This design comes from an exercise in tuning for small area, a short achievable clock period and few clock cycles per item on the open sky130 flow, not from production work. Function was checked by simulation only, so behaviour that the tests miss may differ from the original. Power and IR drop assume default switching activity.

$ cat flow/design.v
`timescale 1ns / 1ps
package bds_pkg;
  localparam logic [13:0] TolReset  = 14'd200;
  localparam logic [15:0] RatioNone = 16'hFFFF;
  localparam logic [15:0] RatioUnit = 16'd10000;
endpackage
`timescale 1ns / 1ps
`timescale 1ns / 1ps
module baud_divisor_search (
  input  logic        clk,
  input  logic        rst,
  input  logic        cfg_we,
  input  logic [13:0] cfg_wdata,
  input  logic        in_valid,
  output logic        in_stall,
  input  logic [24:0] periph_clock,
  input  logic [20:0] wanted_baud,
  output logic        out_valid,
  input  logic        out_stall,
  output logic [11:0] divisor_mantissa,
  output logic signed [3:0] divisor_exponent,
  output logic        double_speed,
  output logic [15:0] deviation,
  output logic        found
);
  typedef enum logic [1:0] {M_IDLE, M_QDIV, M_SCAN, M_OUT} main_t;
  typedef enum logic [1:0] {F_CHK, F_DIV, F_XFER, F_DONE} front_t;
  typedef enum logic [1:0] {B_IDLE, B_MUL, B_DIV, B_UPD} back_t;
  main_t       mst;
  front_t      fst;
  back_t       bst;
  logic [13:0] tolerance;
  logic [24:0] pclk;
  logic [20:0] want;
  logic signed [5:0] ptr;    
  logic [29:0] qs;           
  logic        qz;           
  logic        neg_n;        
  logic        neg_d;        
  logic signed [4:0] j;
  logic [15:0] r_n, r_d;
  logic [12:0] k_n, k_d;
  logic signed [4:0] j_n, j_d;
  logic        dbl, fnd;
  logic [13:0] k;
  logic        k_hi, brk, pos_ok, cv_n, cv_d;
  logic [13:0] lim_n, lim_d;
  always_comb begin
    k      = {1'b0, qs[13:1]} + {13'd0, qs[0]};
    k_hi   = |qs[29:14];
    brk    = (qs == 30'd0) || (qs == 30'd1 && qz);
    pos_ok = !brk && !k_hi && k[13:12] == 2'b00;
    lim_n  = 14'd4094 + (14'd1 << (3'd4 - j[2:0]));
    lim_d  = 14'd4094 + (14'd1 << (3'd3 - j[2:0]));
    if (j >= 5'sd4) cv_n = pos_ok;
    else if (j >= -5'sd3) cv_n = neg_n && !k_hi && k <= lim_n;
    else cv_n = 1'b0;
    if (j >= 5'sd3) cv_d = pos_ok && (j <= 5'sd10);
    else cv_d = neg_d && !k_hi && k <= lim_d;
  end
  logic        pbit;
  logic [12:0] rr;           
  logic [21:0] rq;           
  logic        fv_n, fv_d;
  logic [14:0] trial_f;
  logic        qbit_f;
  always_comb begin
    pbit    = (ptr >= 6'sd0) ? pclk[ptr[4:0]] : 1'b0;
    trial_f = {1'b0, rr, pbit} - {2'b0, k[12:0]};
    qbit_f  = !trial_f[14];
  end
  logic [20:0] rem;
  logic [21:0] dq;
  logic [20:0] dvs;          
  logic [4:0]  cnt;
  logic [12:0] kb;
  logic signed [4:0] jb;
  logic        bv_n, bv_d;
  logic        eq_n, gt_n, eq_d, gt_d;
  logic        in_b;
  logic [22:0] trial_b;
  logic        qbit_b;
  logic [31:0] prod;
  always_comb begin
    in_b    = (mst == M_QDIV) ? pbit : dq[21];
    trial_b = {1'b0, rem, in_b} - {2'b0, dvs};
    qbit_b  = !trial_b[22];
    prod    = {rem[18:0], dq[21:9]} + {rem[16:0], dq[21:9], 2'b00};
  end
  logic bb_n, bb_d, gt_n_nx, gt_d_nx, eq_n_nx, eq_d_nx, lose;
  always_comb begin
    bb_n    = cnt[4] ? 1'b0 : r_n[cnt[3:0]];
    bb_d    = cnt[4] ? 1'b0 : r_d[cnt[3:0]];
    gt_n_nx = gt_n || (eq_n && qbit_b && !bb_n);
    gt_d_nx = gt_d || (eq_d && qbit_b && !bb_d);
    eq_n_nx = eq_n && (qbit_b == bb_n);
    eq_d_nx = eq_d && (qbit_b == bb_d);
    lose    = (!bv_n || gt_n_nx) && (!bv_d || gt_d_nx);
  end
  logic win_n, win_d;
  always_comb begin
    win_n = bv_n && !gt_n && (!eq_n || (r_n != bds_pkg::RatioNone && j_n < 5'sd4));
    win_d = bv_d && !gt_d && (!eq_d || (r_d != bds_pkg::RatioNone && j_d < 5'sd3));
  end
  logic r_lt_w;
  assign r_lt_w = rq < {1'b0, want};
  logic        sel_d, none, tol_ok;
  logic [15:0] r_sel, dev_sel;
  logic [12:0] k_sel, m_sel;
  logic [4:0]  j_sel, e_sel;
  logic [16:0] tol_lim;
  always_comb begin
    tol_lim = {3'd0, tolerance} + 17'(bds_pkg::RatioUnit);
    tol_ok  = {1'b0, r_n} <= tol_lim;
    sel_d   = !tol_ok && r_d != bds_pkg::RatioNone;
    none    = r_n == bds_pkg::RatioNone && r_d == bds_pkg::RatioNone;
    r_sel   = sel_d ? r_d : r_n;
    k_sel   = sel_d ? k_d : k_n;
    j_sel   = sel_d ? j_d : j_n;
    dev_sel = r_sel - bds_pkg::RatioUnit;
    e_sel   = j_sel - (sel_d ? 5'd3 : 5'd4);
    if (!e_sel[4]) m_sel = k_sel - 13'd1;
    else m_sel = k_sel - (13'd1 << (3'd0 - e_sel[2:0]));
  end
  logic front_adv;
  assign front_adv = (fst == F_CHK && !(j >= 5'sd3 && brk) && !(cv_n || cv_d)) ||
                     (fst == F_XFER && (rq == '0 || bst == B_IDLE));
  always_ff @(posedge clk) begin
    if (rst) begin
      mst       <= M_IDLE;
      fst       <= F_DONE;
      bst       <= B_IDLE;
      tolerance <= bds_pkg::TolReset;
      out_valid <= 1'b0;
    end else begin
      if (cfg_we) tolerance <= cfg_wdata;
      case (mst)
        M_IDLE, M_OUT: begin
          if (mst == M_OUT && !out_stall) begin
            out_valid <= 1'b0;
            mst       <= M_IDLE;
          end
          if (in_valid && !in_stall) begin
            pclk  <= periph_clock;
            want  <= wanted_baud;
            dvs   <= wanted_baud;
            rem   <= '0;
            ptr   <= 6'sd24;
            r_n   <= bds_pkg::RatioNone;
            r_d   <= bds_pkg::RatioNone;
            j     <= -5'sd4;
            mst   <= (wanted_baud == '0) ? M_SCAN : M_QDIV;
            fst   <= (wanted_baud == '0) ? F_DONE : F_CHK;
          end
        end
        M_QDIV: begin
          rem <= qbit_b ? trial_b[20:0] : {rem[19:0], in_b};
          qs  <= {qs[28:0], qbit_b};
          ptr <= ptr - 6'sd1;
          if (ptr == -6'sd5) begin
            qz    <= qbit_b ? (trial_b[20:0] == '0) : ({rem[19:0], in_b} == '0);
            neg_n <= |qs[28:8];
            neg_d <= |qs[28:7];
            ptr   <= 6'sd24;
            mst   <= M_SCAN;
          end
        end
        M_SCAN: begin
          if (fst == F_DONE && bst == B_IDLE) begin
            mst       <= M_OUT;
            out_valid <= 1'b1;
            dbl       <= sel_d;
            fnd       <= !none;
            r_n       <= none ? 16'd0 : dev_sel;
            k_n       <= none ? 13'd0 : m_sel;
            j_n       <= none ? 5'd0 : e_sel;
          end
        end
        default: mst <= M_IDLE;
      endcase
      if (mst == M_SCAN) begin
        case (fst)
          F_CHK: begin
            fv_n <= cv_n;
            fv_d <= cv_d;
            rr   <= '0;
            rq   <= '0;
            if (j >= 5'sd3 && brk) fst <= F_DONE;
            else if (cv_n || cv_d) fst <= F_DIV;
          end
          F_DIV: begin
            rr  <= qbit_f ? trial_f[12:0] : {rr[11:0], pbit};
            rq  <= {rq[20:0], qbit_f};
            ptr <= ptr - 6'sd1;
            if (ptr == {j[4], j}) fst <= F_XFER;
          end
          default: ;
        endcase
        if (front_adv) begin
          qs  <= qs >> 1;
          qz  <= qz && !qs[0];
          j   <= j + 5'sd1;
          ptr <= 6'sd24;
          fst <= (j == 5'sd11) ? F_DONE : F_CHK;
        end
      end
      case (bst)
        B_IDLE: begin
          if (fst == F_XFER && rq != '0 && mst == M_SCAN) begin
            if (r_lt_w) begin
              rem <= {12'd0, want[20:13]};
              dq  <= {want[12:0], 9'd0};
              dvs <= rq[20:0];
            end else begin
              rem <= {12'd0, rq[21:13]};
              dq  <= {rq[12:0], 9'd0};
              dvs <= want;
            end
            kb   <= k[12:0];
            jb   <= j;
            bv_n <= fv_n;
            bv_d <= fv_d;
            eq_n <= 1'b1;  gt_n <= 1'b0;
            eq_d <= 1'b1;  gt_d <= 1'b0;
            cnt  <= 5'd3;
            bst  <= B_MUL;
          end
        end
        B_MUL: begin
          rem[18:0] <= prod[31:13];
          dq[21:9]  <= prod[12:0];
          cnt       <= cnt - 5'd1;
          if (cnt == 5'd0) begin
            cnt <= 5'd16;
            bst <= B_DIV;
          end
        end
        B_DIV: begin
          rem  <= qbit_b ? trial_b[20:0] : {rem[19:0], in_b};
          dq   <= {dq[20:0], qbit_b};
          cnt  <= cnt - 5'd1;
          eq_n <= eq_n_nx;  gt_n <= gt_n_nx;
          eq_d <= eq_d_nx;  gt_d <= gt_d_nx;
          if (lose) bst <= B_IDLE;
          else if (cnt == 5'd0) bst <= B_UPD;
        end
        B_UPD: begin
          if (win_n) begin
            r_n <= dq[15:0];
            k_n <= kb;
            j_n <= jb;
          end
          if (win_d) begin
            r_d <= dq[15:0];
            k_d <= kb;
            j_d <= jb;
          end
          bst <= B_IDLE;
        end
        default: bst <= B_IDLE;
      endcase
    end
  end
  assign in_stall         = !(mst == M_IDLE || (mst == M_OUT && !out_stall));
  assign divisor_mantissa = k_n[11:0];
  assign divisor_exponent = j_n[3:0];
  assign double_speed     = dbl;
  assign deviation        = r_n;
  assign found            = fnd;
endmodule
$ cat flow/run.sh
#!/bin/bash
# synth_recipe.tcl (not shown) runs the flow's synth.tcl, then flattens the netlist and writes it again
# the make line also repeats each setting of config.mk as NAME=value (left out here)
make -C /OpenROAD-flow-scripts/flow DESIGN_CONFIG=/design/flow/config.mk WORK_HOME=/design/flow/orfs CLKGATE_MAP_FILE= SYNTH_SCRIPT=/design/flow/synth_recipe.tcl finish
$ cat flow/config.mk
export PLATFORM = sky130hd
export DESIGN_NAME = baud_divisor_search
export DESIGN_NICKNAME = baud_divisor_search
export VERILOG_FILES = /design/flow/design.v
export SDC_FILE = /design/flow/constraint.sdc
export NUM_CORES = 4
export LEC_CHECK = 0
export CAP_MARGIN = 20
export CORE_MARGIN = 2
export CORE_UTILIZATION = 40
export SETUP_SLACK_MARGIN = 5
export SLEW_MARGIN = 20
$ cat flow/constraint.sdc
create_clock -name core_clock -period 10.0 [get_ports {clk}]
set_input_delay 2.0000 -clock core_clock [delete_from_list [all_inputs] [get_ports {clk}]]
set_output_delay 2.0000 -clock core_clock [all_outputs]
set_load 0.01 [all_outputs]
==> flow_metrics.py, run 1 <==
metrics = {
    "sta": {
        "skew_ns": 0.0207,
        "slew_viol_final": 0,
        "rsz0062_at_grt": "true",
        "fmax_mhz": 161,
        "fin_crit_sh": 0.623,
        "setup_viol": 0,
        "tightest_slew_ns": 1.12,
        "min_period_ns": 6.23,
        "fin_setup_tns_ns": 0,
        "timing.hold.ws_ns": 0.434,
        "hold_viol": 0,
        "maxSlewHeadroom": 0.254,
    },
    "placement": {
        "place.gp.congestion": 0.907,
        "hpwl_um": 43100,
        "io_buffers": 100,
    },
    "global_route": {
        "grtUsageMet3": 0.0335,
        "grt_overflow": 0,
        "grt_max_degree": 71,
        "use_met1": 0.304,
        "antenna_found_initial": 2,
        "grt_first_pass_wirelength_um": 97100,
        "grtUsageTotal": 0.216,
        "grt-busiest-layer": "met2",
        "grt_util_met2": 0.341,
        "grt_pass1_vias": 17400,
    },
    "routing": {
        "vias_per_cell": 5.80,
        "drtAntennaViolNets": 0,
        "wl_um": 62400,
        "wire_per_inst_um": 20.1,
        "firstDrtPassIters": 6,
        "drc": 0,
        "drtIter0Drc": 1697,
        "vias": 18000,
    },
    "synth": {
        "syn-cell-area_um2": 21700,
        "synth_ff_type": "edfxtp_1",
        "syn_area_per_cell_um2": 9.57,
        "syn-num-nets": 2505,
        "synth_warnings": 1,
        "synthTopCellsByCount": "edfxtp_1, nor2_1, a21oi_1, nand2_1, ha_1",
        "synth_area_leaders": "edfxtp_1, ha_1, nor2_1",
        "ys_ff_latch": 308,
        "synthDistinctLibCells": 90,
        "synth_most_common_cell": "edfxtp_1",
        "async_flop_share": 0,
        "syn_inst": 2265,
        "seq_area_frac_synth": 0.417,
        "synth_edf_count": 287,
        "synth_top_area_cell": "edfxtp_1",
        "synth_top_cell_area_share": 0.397,
    },
    "worst_setup_path": {
        "start_kind": "flop",
        "crit_slowest_cell": "or3_4",
        "cp_max_fo": 4,
        "end_kind": "flop",
        "critPathMaxStageDelay_ns": 0.39,
        "crit_type": "reg2reg",
        "critical_path_arrival_ns": 6.59,
        "cp.required_ns": 10.36,
    },
    "power_and_ir_drop": {
        "power.density_nw_per_um2": 337,
        "combinationalPowerShare": 0.581,
        "clkPwrFrac": 0.153,
        "p_sw_frac": 0.436,
        "p_seq_frac": 0.265,
        "p_sw_w": 0.00378,
        "leakage_nw": 9.90,
        "vdd_ir_drop_max_uv": 130,
        "p_int_w": 0.00489,
    },
    "floorplan": {
        "core_area_um2": 53700,
        "rows": 85,
        "start_util": 0.404,
        "die-area_um2": 56100,
        "die_x_um": 237,
        "io_pins": 101,
        "die-height_um": 237,
    },
    "clock_network": {
        "cts-buffers-inserted": 38,
        "clkSinkCount": 308,
        "clockRootBuffer": "clkbuf_16",
        "clkTransAtPathRegs_ns": 0.06,
        "cts_buffer_depth": 3,
        "ctsHtreeMaxLevel": 2,
        "cts_tree": "built",
        "clkLatencyLatePin_ns": 0.55,
    },
    "finish": {
        "nNetsFinal": 2626,
        "syn2layout_area_growth_pct": 18.7,
        "antenna_cells": 0,
        "final_layout_size_suffix_gt1_frac": 0.130,
        "fill_cells": 4915,
        "seq_area_um2": 9040,
        "multi_input_area_um2": 12400,
    },
    "min_path": {
        "hold_class": "reg2reg",
    },
    "flow_run": {
        "maxCapViolCount": 0,
    },
    "run_status": {
        "outcome": "finished clean",
    },
}
## path summary, 6_finish.rpt
kind             end    startpoint  cells after the start  slack (ns)
max          k_n[11]  tolerance[5]                     34        3.77
min             bv_n          fv_n                      0        0.43
max reg2reg  k_n[11]  tolerance[5]                     34        3.77
min reg2reg     bv_n          fv_n                      0        0.43
## cells by family after synthesis
group / count (synthesis) / share of synthesized area
buf+inv: 226 / 0.0410
compound gates: 563 / 0.164
xor+xnor: 109 / 0.0440
flops: 308 / 0.417
simple gates: 758 / 0.162
mux: 126 / 0.0698
fa+ha+maj: 175 / 0.102
## metal layers
layer	part of all wire	vias to the layer above
met2	0.45	589
li1	-	8587
met5	0	-
met3	0.065	113
met4	0.029	0
met1	0.45	8734
## power groups by stage
stage	registers [W]	logic [W]	clock network, W
global route	0.00234	0.00553	0.00140
floorplan	0.00214	0.00331	0
global placement	0.00231	0.00420	0
CTS	0.00229	0.00466	0.00135
finish	0.00230	0.00504	0.00133
detailed placement	0.00232	0.00430	0
## through the flow
stage                     utilization  std cells  total power (W)  setup WS (ns)  area, µm²
after floorplan                     -       2265          0.00544           3.68      21800
after global placement          0.437       2979          0.00652           3.20      23500
after detailed placement        0.437       2979          0.00662           3.02      23500
after CTS                       0.470       3083          0.00830           3.69      25200
after global routing            0.479       3110          0.00927           3.47      25700
final                           0.479       3110          0.00867           3.77      25700
## state kept, by name (all words and copies together), names as in the netlist, 5 cells and up
| signal | count |
|---|---|
| j_d | 5 |
| kb | 12 |
| want | 21 |
| jb | 5 |
| j_n | 5 |
| rr | 13 |
| ptr | 6 |
| qs | 30 |
| r_d | 16 |
| tolerance | 14 |
| k_n | 12 |
| dq | 22 |
| pclk | 25 |
| r_n | 16 |
| k_d | 12 |
| dvs | 21 |
| rq | 22 |
| rem | 21 |
| j | 5 |
| cnt | 5 |
## area by class of cell
class,instances,area share
multi-input combinational,1734,0.480
sequential,308,0.351
timing repair buffer,184,0.0707
clock buffer,48,0.0409
tap,696,0.0338
inverter,120,0.0180
clock inverter,20,0.00496
## placed cells by master (no fill, tap or decap), types with 15 or more instances in the layout
cell,n
buf_4,67
and2_1,36
a31oi_1,38
edfxtp_1,287
o21ai_1,23
nor3_1,34
and3_1,17
nand2b_1,17
nand3_1,44
mux2_2,31
a211oi_1,15
ha_1,161
a21oi_1,184
o21ai_0,94
xor2_1,49
clkdlybuf4s50_1,99
nor4_1,25
xnor2_1,59
nand2_1,189
clkbuf_16,43
mux2i_1,69
nor2_1,272
dfxtp_1,19
a21o_1,32
nand4_1,22
mux4_2,17
nor2b_1,20
inv_1,113
## critical path: cells and delay by family (launching register included)
kind | cells | cell delay, ns
XOR/XNOR | 1 | 0.15
flip-flops | 1 | 0.38
multiplexers | 2 | 0.51
AND/OR/NAND/NOR | 14 | 2.53
buffers and inverters | 3 | 0.25
adder cells (fa/ha/maj) | 5 | 1.04
AO/OA/AOI/OAI | 9 | 1.17
## timing repair
action                     4_1_cts  5_1_grt
buffers inserted                32       23
setup endpoints to repair       77       75
pin swaps                       44       34
resized for setup               51       72
hold buffers                     0        0
gates cloned                     4        4
Testbench counts, summed over its fixed seeds: cycles 88,320, items 288.
==> inputs of run 2 (changes only) <==
--- a/flow/config.mk
+++ b/flow/config.mk
@@ -8,5 +8,4 @@
 export CAP_MARGIN = 20
 export CORE_MARGIN = 2
 export CORE_UTILIZATION = 40
-export SETUP_SLACK_MARGIN = 5
 export SLEW_MARGIN = 20
==> flow_metrics.py, run 2 <==
metrics = {
    "routing": {
        "vias": 17800,
        "drc": 0,
        "wl_um": 60000,
        "drtAntennaViolNets": 0,
        "drtIter0Drc": 1414,
        "firstDrtPassIters": 5,
        "vias_per_cell": 5.83,
        "wire_per_inst_um": 19.7,
    },
    "worst_setup_path": {
        "critPathMostFrequentCell": "ha_1",
        "start_kind": "flop",
        "critical_path_arrival_ns": 7.84,
        "crit_type": "reg2reg",
        "crit_slowest_cell": "buf_4",
        "critPathTopFamily": "simple AND/OR/NAND/NOR gates",
        "crit_buf_inv": 3,
        "end_kind": "flop",
        "cp.required_ns": 10.38,
        "cp_max_fo": 46,
        "critPathMaxStageDelay_ns": 0.45,
    },
    "placement": {
        "hpwl_um": 43200,
        "placed_area_um2": 23300,
        "place.gp.congestion": 0.897,
        "io_buffers": 100,
        "post-place-ws_ns": 2.50,
    },
    "floorplan": {
        "die-height_um": 237,
        "core_area_um2": 53700,
        "io_pins": 101,
        "die_x_um": 237,
        "die-area_um2": 56100,
        "start_util": 0.404,
        "rows": 85,
    },
    "global_route": {
        "grt_max_degree": 73,
        "grt_pass1_vias": 17000,
        "grt_overflow": 0,
        "antenna_found_initial": 0,
        "grtUsageTotal": 0.210,
        "grt_first_pass_wirelength_um": 94700,
    },
    "clock_network": {
        "ctsHtreeMaxLevel": 2,
        "cts-buffers-inserted": 38,
        "cts_tree": "built",
        "clkTransAtPathRegs_ns": 0.06,
        "clkLatencyLatePin_ns": 0.56,
        "clockRootBuffer": "clkbuf_16",
        "clkSinkCount": 308,
        "post_cts_resize_count": 0,
        "cts_buffer_depth": 3,
        "post_cts_buffers": 0,
        "hold_buffers": 0,
    },
    "synth": {
        "seq_area_frac_synth": 0.417,
        "synth_top_cell_area_share": 0.397,
        "synth_ff_type": "edfxtp_1",
        "synthDistinctLibCells": 90,
        "syn_inst": 2265,
        "synth_most_common_cell": "edfxtp_1",
        "synth_top_area_cell": "edfxtp_1",
        "ys_ff_latch": 308,
        "synthTopCellsByCount": "edfxtp_1, nor2_1, a21oi_1, nand2_1, ha_1",
        "synth_area_leaders": "edfxtp_1, ha_1, nor2_1",
        "syn_area_per_cell_um2": 9.57,
        "synth_warnings": 1,
        "async_flop_share": 0,
        "synth_edf_count": 287,
        "syn-cell-area_um2": 21700,
        "syn-num-nets": 2505,
    },
    "sta": {
        "tightest_slew_ns": 1.09,
        "hold_viol": 0,
        "skew_ns": 0.0155,
        "min_period_ns": 7.46,
        "fin_crit_sh": 0.746,
        "fin_ws_ns": 2.54,
        "fin_setup_tns_ns": 0,
        "slew_viol_final": 0,
        "fmax_mhz": 134,
        "rsz0062_at_grt": "false",
        "maxSlewHeadroom": 0.274,
        "setup_viol": 0,
    },
    "finish": {
        "final_cell_mix": "edfxtp_1, nor2_1, a21oi_1",
        "layout_top_registers": "qs: 30 flops, pclk: 25 flops",
        "top_register": "qs",
        "fin_area_um2": 24600,
        "final_layout_size_suffix_gt1_frac": 0.0698,
        "largest_reg_flops": 30,
        "syn2layout_area_growth_pct": 13.4,
        "nNetsFinal": 2562,
        "mostFrequentLayoutCell": "edfxtp_1",
        "antenna_cells": 0,
    },
    "run_status": {
        "outcome": "finished clean",
    },
    "min_path": {
        "hold_class": "reg2reg",
    },
    "power_and_ir_drop": {
        "leakage_nw": 9.45,
        "vdd_ir_drop_max_uv": 126,
        "power.density_nw_per_um2": 326,
    },
    "flow_run": {
        "maxCapViolCount": 0,
    },
}
## run 2: cell counts after synthesis
No cell type changed its count.
## run 2: final timing paths
path	cells after the start	endpoint	startpoint	slack [ns]
worst min register to register	0	bv_n	fv_n	0.44
worst max-delay path	36	k_n[11]	tolerance[4]	2.54
worst min-delay path	0	bv_n	fv_n	0.44
worst max register to register	36	k_n[11]	tolerance[4]	2.54
## run 2: logic make-up after synthesis
group,count (synthesis),share of synthesized area
compound gates,563,0.164
xor+xnor,109,0.0440
fa+ha+maj,175,0.102
buf+inv,226,0.0410
flops,308,0.417
mux,126,0.0698
simple gates,758,0.162
## run 2: layer usage
metal,global-route usage,wire length [µm],part of all wire
met5,0,0,0
met4,0.0600,1350,0.023
met3,0.0286,3810,0.063
met2,0.330,26800,0.45
met1,0.303,28000,0.47
## run 2: final cells by class
type | count | area, µm²
clock buffer | 52 | 1050
clock inverter | 17 | 184
fill | 5019 | 29100
inverter | 120 | 455
multi-input combinational | 1731 | 11800
sequential | 308 | 9040
tap | 696 | 871
timing repair buffer | 123 | 1170
## run 2: report_power, final
| part | internal (W) | total [W] | switching (W) |
|---|---|---|---|
| clock network | 0.000822 | 0.00140 | 0.000578 |
| registers | 0.00187 | 0.00230 | 0.000433 |
| logic | 0.00182 | 0.00432 | 0.00250 |
## run 2: per-stage QoR
stage / power, W / hold WS [ns] / utilization / std cells
finish: 0.00802 / 0.437 / 0.458 / 3047
global route: 0.00862 / 0.460 / 0.458 / 3047
CTS: 0.00801 / 0.437 / 0.458 / 3047
detailed placement: 0.00658 / 0.428 / 0.435 / 2978
global placement: 0.00648 / 0.437 / 0.435 / 2978
floorplan: 0.00539 / 0.400 / - / 2265

==> port drivers added, routing unchanged <==
The flow's constraints put no driver on any port. The routed layouts listed below were extracted and timed again, unchanged, in two steps.
Step 1 assumes that a clkbuf_16 drives the clock port and a buf_2 every other input.
Step 2, shift: input delay + t, output delay - t, t = (earliest + latest rising clock arrival at the registers) / 2. This alone moves slack from input paths to output paths.
Slacks: ideal ports / drivers / drivers and shift; pairs: ideal ports / drivers.
run | t, ns | setup slack, ns | worst setup path at the end | worst register clock-pin slew, ns
run 1 | 0.597 | 3.773 / 3.773 / 3.773 | register to register | 0.06 / 0.06
run 2 | 0.609 | 2.543 / 2.543 / 2.543 | register to register | 0.06 / 0.06
After both steps setup and hold are still met in every run listed.
